From an optimization exercise on the open Yosys and OpenROAD flow, aimed at small area, a short achievable clock period and few clock cycles per item; shortcuts taken in it are not production practice.
In this exercise RTL edits were held to simulation tests only and were not proved equivalent to the original.

==> inputs of run a <==
==> flow/design.v (excerpt) <==
module array_list_engine_core
#(
  parameter int DEPTH      = alen_pkg::ALEN_DEPTH,
  parameter int WORD_WIDTH = alen_pkg::ALEN_WORD_WIDTH
) (
  input  logic        clk_i,
  input  logic        rst_ni,
  input  logic [40:0] in_data_i,
  input  logic        in_valid_i,
  output logic        in_stall_o,
  output logic [41:0] out_data_o,
  output logic        out_valid_o,
  input  logic        out_stall_i
);
==> module alen_ctrl, before the edit <==
module alen_ctrl
(
  input  logic clk_i,
  input  logic rst_ni,
  input  logic in_valid_i,
  input  logic out_stall_i,
  output logic in_stall_o,
  output logic req_load_o,    
  output logic exec_o,        
  output logic skid_sel_o,    
  output logic out_load_o,    
  output logic skid_load_o,   
  output logic out_valid_o
);
  logic req_v_q, skid_v_q, out_v_q;
  logic out_free;
  assign exec_o      = req_v_q & ~skid_v_q;
  assign in_stall_o  = req_v_q & skid_v_q;
  assign req_load_o  = ~in_stall_o;
  assign skid_sel_o  = skid_v_q;
  assign skid_load_o = ~skid_v_q;
  assign out_free    = ~out_v_q | ~out_stall_i;
  assign out_load_o  = out_free;
  assign out_valid_o = out_v_q;
  always_ff @(posedge clk_i or negedge rst_ni) begin
    if (!rst_ni) begin
      req_v_q  <= 1'b0;
      skid_v_q <= 1'b0;
      out_v_q  <= 1'b0;
    end else begin
      if (req_load_o) begin
        req_v_q <= in_valid_i;
      end
      skid_v_q <= ~out_free & (skid_v_q | exec_o);
      if (out_free) begin
        out_v_q <= skid_v_q | exec_o;
      end
    end
  end
endmodule
==> module alen_dpath, before the edit <==
module alen_dpath
#(
  parameter int DEPTH      = alen_pkg::ALEN_DEPTH,
  parameter int WORD_WIDTH = alen_pkg::ALEN_WORD_WIDTH
) (
  input  logic                 clk_i,
  input  logic                 rst_ni,
  input  alen_pkg::alen_in_t   in_data_i,
  input  logic                 req_load_i,
  input  logic                 exec_i,
  input  logic                 skid_sel_i,
  input  logic                 out_load_i,
  input  logic                 skid_load_i,
  output alen_pkg::alen_out_t  out_data_o
);
  localparam int AW    = $clog2(DEPTH);
  localparam int CNT_W = $clog2(DEPTH + 1);
  logic [WORD_WIDTH-1:0] mem_q [DEPTH];
  alen_pkg::alen_op_e          op_q;
  logic [alen_pkg::POS_W-1:0]  pos_q;
  logic [WORD_WIDTH-1:0]       word_q;
  logic [DEPTH-1:0]            sel_q;
  logic [CNT_W-1:0]            count_q, count_d;
  alen_pkg::alen_out_t res, skid_q, out_q;
  always_ff @(posedge clk_i) begin
    if (req_load_i) begin
      op_q   <= in_data_i.op;
      pos_q  <= in_data_i.position;
      word_q <= in_data_i.word_in;
      for (int i = 0; i < DEPTH; i++) begin
        sel_q[i] <= in_data_i.position == alen_pkg::POS_W'(i);
      end
    end
  end
  logic is_app, is_rd, is_rm, full, pos_ok, do_app, do_rm;
  assign is_app = op_q == alen_pkg::OP_APPEND;
  assign is_rd  = op_q == alen_pkg::OP_READ;
  assign is_rm  = op_q == alen_pkg::OP_REMOVE;
  assign full   = count_q == CNT_W'(DEPTH);
  assign pos_ok = pos_q < alen_pkg::POS_W'(count_q);
  assign do_app = exec_i & is_app & ~full;
  assign do_rm  = exec_i & is_rm & pos_ok;
  always_comb begin
    count_d = count_q;
    if (do_app) begin
      count_d = count_q + CNT_W'(1);
    end else if (do_rm) begin
      count_d = count_q - CNT_W'(1);
    end
  end
  always_ff @(posedge clk_i or negedge rst_ni) begin
    if (!rst_ni) begin
      count_q <= '0;
    end else begin
      count_q <= count_d;
    end
  end
  for (genvar i = 0; i < DEPTH; i++) begin : g_ent
    logic wr_app, wr_rm;
    assign wr_app = do_app & (count_q[AW-1:0] == AW'(i));
    assign wr_rm  = do_rm & (pos_q[AW-1:0] <= AW'(i));
    if (i < DEPTH - 1) begin : g_sh
      always_ff @(posedge clk_i) begin
        if (wr_app | wr_rm) begin
          mem_q[i] <= is_rm ? mem_q[i+1] : word_q;
        end
      end
    end else begin : g_top
      always_ff @(posedge clk_i) begin
        if (wr_app) begin
          mem_q[i] <= word_q;
        end
      end
    end
  end
  logic [WORD_WIDTH-1:0] rd_word;
  always_comb begin
    rd_word = '0;
    for (int i = 0; i < DEPTH; i++) begin
      rd_word = rd_word | (mem_q[i] & {WORD_WIDTH{sel_q[i]}});
    end
  end
  always_comb begin
    res.word_out = (is_rd & pos_ok) ? rd_word : '0;
    res.length   = alen_pkg::LENGTH_W'(count_d);
    if (is_app) begin
      res.status = full ? alen_pkg::ST_FULL : alen_pkg::ST_OK;
    end else if ((is_rd | is_rm) & ~pos_ok) begin
      res.status = alen_pkg::ST_RANGE;
    end else begin
      res.status = alen_pkg::ST_OK;
    end
  end
  always_ff @(posedge clk_i) begin
    if (skid_load_i) begin
      skid_q <= res;
    end
    if (out_load_i) begin
      out_q <= skid_sel_i ? skid_q : res;
    end
  end
  assign out_data_o = out_q;
endmodule
Settings: LEC_CHECK=0, CAP_MARGIN=20, CORE_MARGIN=2, CORE_UTILIZATION=40, SLEW_MARGIN=20; clock period 9.0 ns.
run.sh (not shown) runs the stock make flow with config.mk's settings and CLKGATE_MAP_FILE= SYNTH_SCRIPT=/design/flow/synth_recipe.tcl, a recipe that flattens the netlist after the stock synthesis.
==> run b (differences from run a) <==
--- a/flow/design.v
+++ b/flow/design.v
@@ -47,9 +47,9 @@
   output logic out_valid_o
 );
-  logic req_v_q, skid_v_q, out_v_q;
-  logic out_free;
-  assign exec_o      = req_v_q & ~skid_v_q;
-  assign in_stall_o  = req_v_q & skid_v_q;
-  assign req_load_o  = ~in_stall_o;
+  logic req_v_q, skid_v_q, out_v_q, stall_q, exec_q;
+  logic req_v_d, skid_v_d, out_free;
+  assign exec_o      = exec_q;
+  assign in_stall_o  = stall_q;
+  assign req_load_o  = ~stall_q;
   assign skid_sel_o  = skid_v_q;
   assign skid_load_o = ~skid_v_q;
@@ -57,4 +57,6 @@
   assign out_load_o  = out_free;
   assign out_valid_o = out_v_q;
+  assign req_v_d  = stall_q ? req_v_q : in_valid_i;
+  assign skid_v_d = ~out_free & (skid_v_q | exec_q);
   always_ff @(posedge clk_i or negedge rst_ni) begin
     if (!rst_ni) begin
@@ -62,11 +64,13 @@
       skid_v_q <= 1'b0;
       out_v_q  <= 1'b0;
+      stall_q  <= 1'b0;
+      exec_q   <= 1'b0;
     end else begin
-      if (req_load_o) begin
-        req_v_q <= in_valid_i;
-      end
-      skid_v_q <= ~out_free & (skid_v_q | exec_o);
+      req_v_q  <= req_v_d;
+      skid_v_q <= skid_v_d;
+      stall_q  <= req_v_d & skid_v_d;
+      exec_q   <= req_v_d & ~skid_v_d;
       if (out_free) begin
-        out_v_q <= skid_v_q | exec_o;
+        out_v_q <= skid_v_q | exec_q;
       end
     end
@@ -93,29 +97,17 @@
   localparam int AW    = $clog2(DEPTH);
   localparam int CNT_W = $clog2(DEPTH + 1);
+  localparam int GW    = 16;                
+  localparam int NG    = DEPTH / GW;
+  localparam int LW    = $clog2(GW);
   logic [WORD_WIDTH-1:0] mem_q [DEPTH];
-  alen_pkg::alen_op_e          op_q;
-  logic [alen_pkg::POS_W-1:0]  pos_q;
-  logic [WORD_WIDTH-1:0]       word_q;
-  logic [DEPTH-1:0]            sel_q;
-  logic [CNT_W-1:0]            count_q, count_d;
-  alen_pkg::alen_out_t res, skid_q, out_q;
-  always_ff @(posedge clk_i) begin
-    if (req_load_i) begin
-      op_q   <= in_data_i.op;
-      pos_q  <= in_data_i.position;
-      word_q <= in_data_i.word_in;
-      for (int i = 0; i < DEPTH; i++) begin
-        sel_q[i] <= in_data_i.position == alen_pkg::POS_W'(i);
-      end
-    end
-  end
-  logic is_app, is_rd, is_rm, full, pos_ok, do_app, do_rm;
-  assign is_app = op_q == alen_pkg::OP_APPEND;
-  assign is_rd  = op_q == alen_pkg::OP_READ;
-  assign is_rm  = op_q == alen_pkg::OP_REMOVE;
-  assign full   = count_q == CNT_W'(DEPTH);
-  assign pos_ok = pos_q < alen_pkg::POS_W'(count_q);
-  assign do_app = exec_i & is_app & ~full;
-  assign do_rm  = exec_i & is_rm & pos_ok;
+  logic [AW-1:0]         pos_q;
+  logic [WORD_WIDTH-1:0] word_q;
+  logic [GW-1:0]         lo_q;
+  logic [NG-1:0]         hi_q;
+  logic                  app_ok_q, rm_ok_q, rd_ok_q, st_full_q, st_range_q;
+  logic [CNT_W-1:0]      count_q, count_d;
+  logic                  do_app, do_rm;
+  assign do_app = exec_i & app_ok_q;
+  assign do_rm  = exec_i & rm_ok_q;
   always_comb begin
     count_d = count_q;
@@ -133,12 +125,48 @@
     end
   end
+  logic [alen_pkg::POS_W-1:0] in_pos;
+  logic [CNT_W-1:0]           count_dec;
+  logic lt_same, lt_inc, lt_dec, pos_ok_d, full_d;
+  logic in_app, in_rd, in_rm;
+  assign in_pos    = in_data_i.position;
+  assign count_dec = count_q - CNT_W'(1);
+  assign lt_same   = in_pos <  alen_pkg::POS_W'(count_q);
+  assign lt_inc    = in_pos <= alen_pkg::POS_W'(count_q);
+  assign lt_dec    = in_pos <  alen_pkg::POS_W'(count_dec);
+  assign pos_ok_d  = do_app ? lt_inc : (do_rm ? lt_dec : lt_same);
+  assign full_d    = count_d == CNT_W'(DEPTH);
+  assign in_app    = in_data_i.op == alen_pkg::OP_APPEND;
+  assign in_rd     = in_data_i.op == alen_pkg::OP_READ;
+  assign in_rm     = in_data_i.op == alen_pkg::OP_REMOVE;
+  always_ff @(posedge clk_i) begin
+    if (req_load_i) begin
+      pos_q      <= in_pos[AW-1:0];
+      word_q     <= in_data_i.word_in;
+      app_ok_q   <= in_app & ~full_d;
+      rm_ok_q    <= in_rm & pos_ok_d;
+      rd_ok_q    <= in_rd & pos_ok_d;
+      st_full_q  <= in_app & full_d;
+      st_range_q <= (in_rd | in_rm) & ~pos_ok_d;
+      for (int g = 0; g < NG; g++) begin
+        hi_q[g] <= in_pos[AW-1:LW] == (AW-LW)'(g);
+      end
+      for (int j = 0; j < GW; j++) begin
+        lo_q[j] <= in_pos[LW-1:0] == LW'(j);
+      end
+    end
+  end
+  logic [WORD_WIDTH-1:0] wterm_even, wterm_odd;
+  assign wterm_even = word_q & {WORD_WIDTH{~rm_ok_q}};      
+  assign wterm_odd  = ~(word_q | {WORD_WIDTH{rm_ok_q}});    
   for (genvar i = 0; i < DEPTH; i++) begin : g_ent
     logic wr_app, wr_rm;
     assign wr_app = do_app & (count_q[AW-1:0] == AW'(i));
-    assign wr_rm  = do_rm & (pos_q[AW-1:0] <= AW'(i));
+    assign wr_rm  = do_rm & (pos_q <= AW'(i));
     if (i < DEPTH - 1) begin : g_sh
+      logic [WORD_WIDTH-1:0] wterm;
+      assign wterm = (i % 2 == 0) ? wterm_even : wterm_odd;
       always_ff @(posedge clk_i) begin
         if (wr_app | wr_rm) begin
-          mem_q[i] <= is_rm ? mem_q[i+1] : word_q;
+          mem_q[i] <= ~((mem_q[i+1] & {WORD_WIDTH{rm_ok_q}}) | wterm);
         end
       end
@@ -151,27 +179,30 @@
     end
   end
+  logic [WORD_WIDTH-1:0] grp [NG];
   logic [WORD_WIDTH-1:0] rd_word;
   always_comb begin
     rd_word = '0;
-    for (int i = 0; i < DEPTH; i++) begin
-      rd_word = rd_word | (mem_q[i] & {WORD_WIDTH{sel_q[i]}});
-    end
-  end
-  always_comb begin
-    res.word_out = (is_rd & pos_ok) ? rd_word : '0;
-    res.length   = alen_pkg::LENGTH_W'(count_d);
-    if (is_app) begin
-      res.status = full ? alen_pkg::ST_FULL : alen_pkg::ST_OK;
-    end else if ((is_rd | is_rm) & ~pos_ok) begin
-      res.status = alen_pkg::ST_RANGE;
-    end else begin
-      res.status = alen_pkg::ST_OK;
-    end
-  end
+    for (int g = 0; g < NG; g++) begin
+      grp[g] = '0;
+      for (int j = 0; j < GW; j++) begin
+        grp[g] = grp[g] | ((((g*GW+j) % 2 == 0) ? ~mem_q[g*GW+j] : mem_q[g*GW+j]) & {WORD_WIDTH{lo_q[j]}});
+      end
+      rd_word = rd_word | (grp[g] & {WORD_WIDTH{hi_q[g]}});
+    end
+  end
+  alen_pkg::alen_out_t res, skid_q, out_q;
+  assign res.word_out = rd_ok_q ? rd_word : '0;
+  assign res.length   = alen_pkg::LENGTH_W'(count_d);
+  assign res.status   = st_full_q ? alen_pkg::ST_FULL :
+                        (st_range_q ? alen_pkg::ST_RANGE : alen_pkg::ST_OK);
   always_ff @(posedge clk_i) begin
     if (skid_load_i) begin
       skid_q <= res;
     end
-    if (out_load_i) begin
+  end
+  always_ff @(posedge clk_i or negedge rst_ni) begin
+    if (!rst_ni) begin
+      out_q <= '0;
+    end else if (out_load_i) begin
       out_q <= skid_sel_i ? skid_q : res;
     end
==> flow/flow/run.sh (new file) <==
#!/bin/bash
set -euo pipefail
bash standard.sh SETUP_SLACK_MARGIN=5.6 finish > make_finish.log 2>&1 || { tail -40 make_finish.log; exit 1; }
==> flow/standard.sh (new file) <==
#!/bin/bash
# synth_recipe.tcl (not shown) runs the flow's synth.tcl, then flattens the netlist and writes it again
# the make line also repeats each setting of config.mk as NAME=value (left out here)
make -C /OpenROAD-flow-scripts/flow DESIGN_CONFIG=/design/flow/config.mk WORK_HOME=/design/flow/orfs CLKGATE_MAP_FILE= SYNTH_SCRIPT=/design/flow/synth_recipe.tcl "${@:-finish}"
CORE_UTILIZATION = 50   (was 40)
CTS_CLUSTER_DIAMETER = 120   (was not set)
CTS_CLUSTER_SIZE = 24   (was not set)
removed: flow/run.sh
==> summary.txt <==
outcome timing/DRC/antenna clean; proportion of cell area occupied by multi-input gates 0.249; signal arrival time at the worst endpoint 4.16 ns; number of cells upsized or downsized after cts 135; final sequential cell count 2,207; CP startpoint u_dpath.lo_q[11]; CTS buffer count 102; relative slew slack 0.159; vertical die dimension 434 um; number of flops mapped to enable cells by yosys 2,111; RSZ-0062 raised after global routing yes; Starting Density 0.504
[end of results for run b]
==> summary.txt <==
proportion of cell area occupied by multi-input gates 0.260; number of flops mapped to enable cells by yosys 2,195; signal arrival time at the worst endpoint 6.00 ns; final sequential cell count 2,247; CTS buffer count 226; outcome timing/DRC/antenna clean; number of cells upsized or downsized after cts 0; Starting Density 0.401; RSZ-0062 raised after global routing no
[end of results for run a]
Testbench counts of run a, summed over its fixed seeds: cycles 16,016, items 16,000.
Testbench counts of run b, summed over its fixed seeds: cycles 16,016, items 16,000.

separate check: timing with driven ports:
No port has a modelled driver above. Below, the same layouts with a new extraction and two added sets of constraints.
Step 1 assumes that a clkbuf_16 drives the clock port and a buf_2 every other input.
Step 2 adds t to the input delays and takes it off the output delays; t is the mean of the earliest and latest rising clock arrival at the registers after step 1. Input paths then give back, and output paths get back, about the clock's delay inside the block.
a / b / c = ideal / step 1 / step 2; a / b = the first two.
run | t, ns | slack for setup (ns) | worst data-port slew with drivers (ns)
run a | 0.985 | 3.516 / 3.516 / 3.516 | 0.06
run b | 0.883 | 5.504 / 5.504 / 4.977 | 0.18
After both steps setup and hold are still met in every run listed. For run b, which loses most, drivers alone change the setup slack by 0.000 ns; drivers and shift together by -0.527 ns.
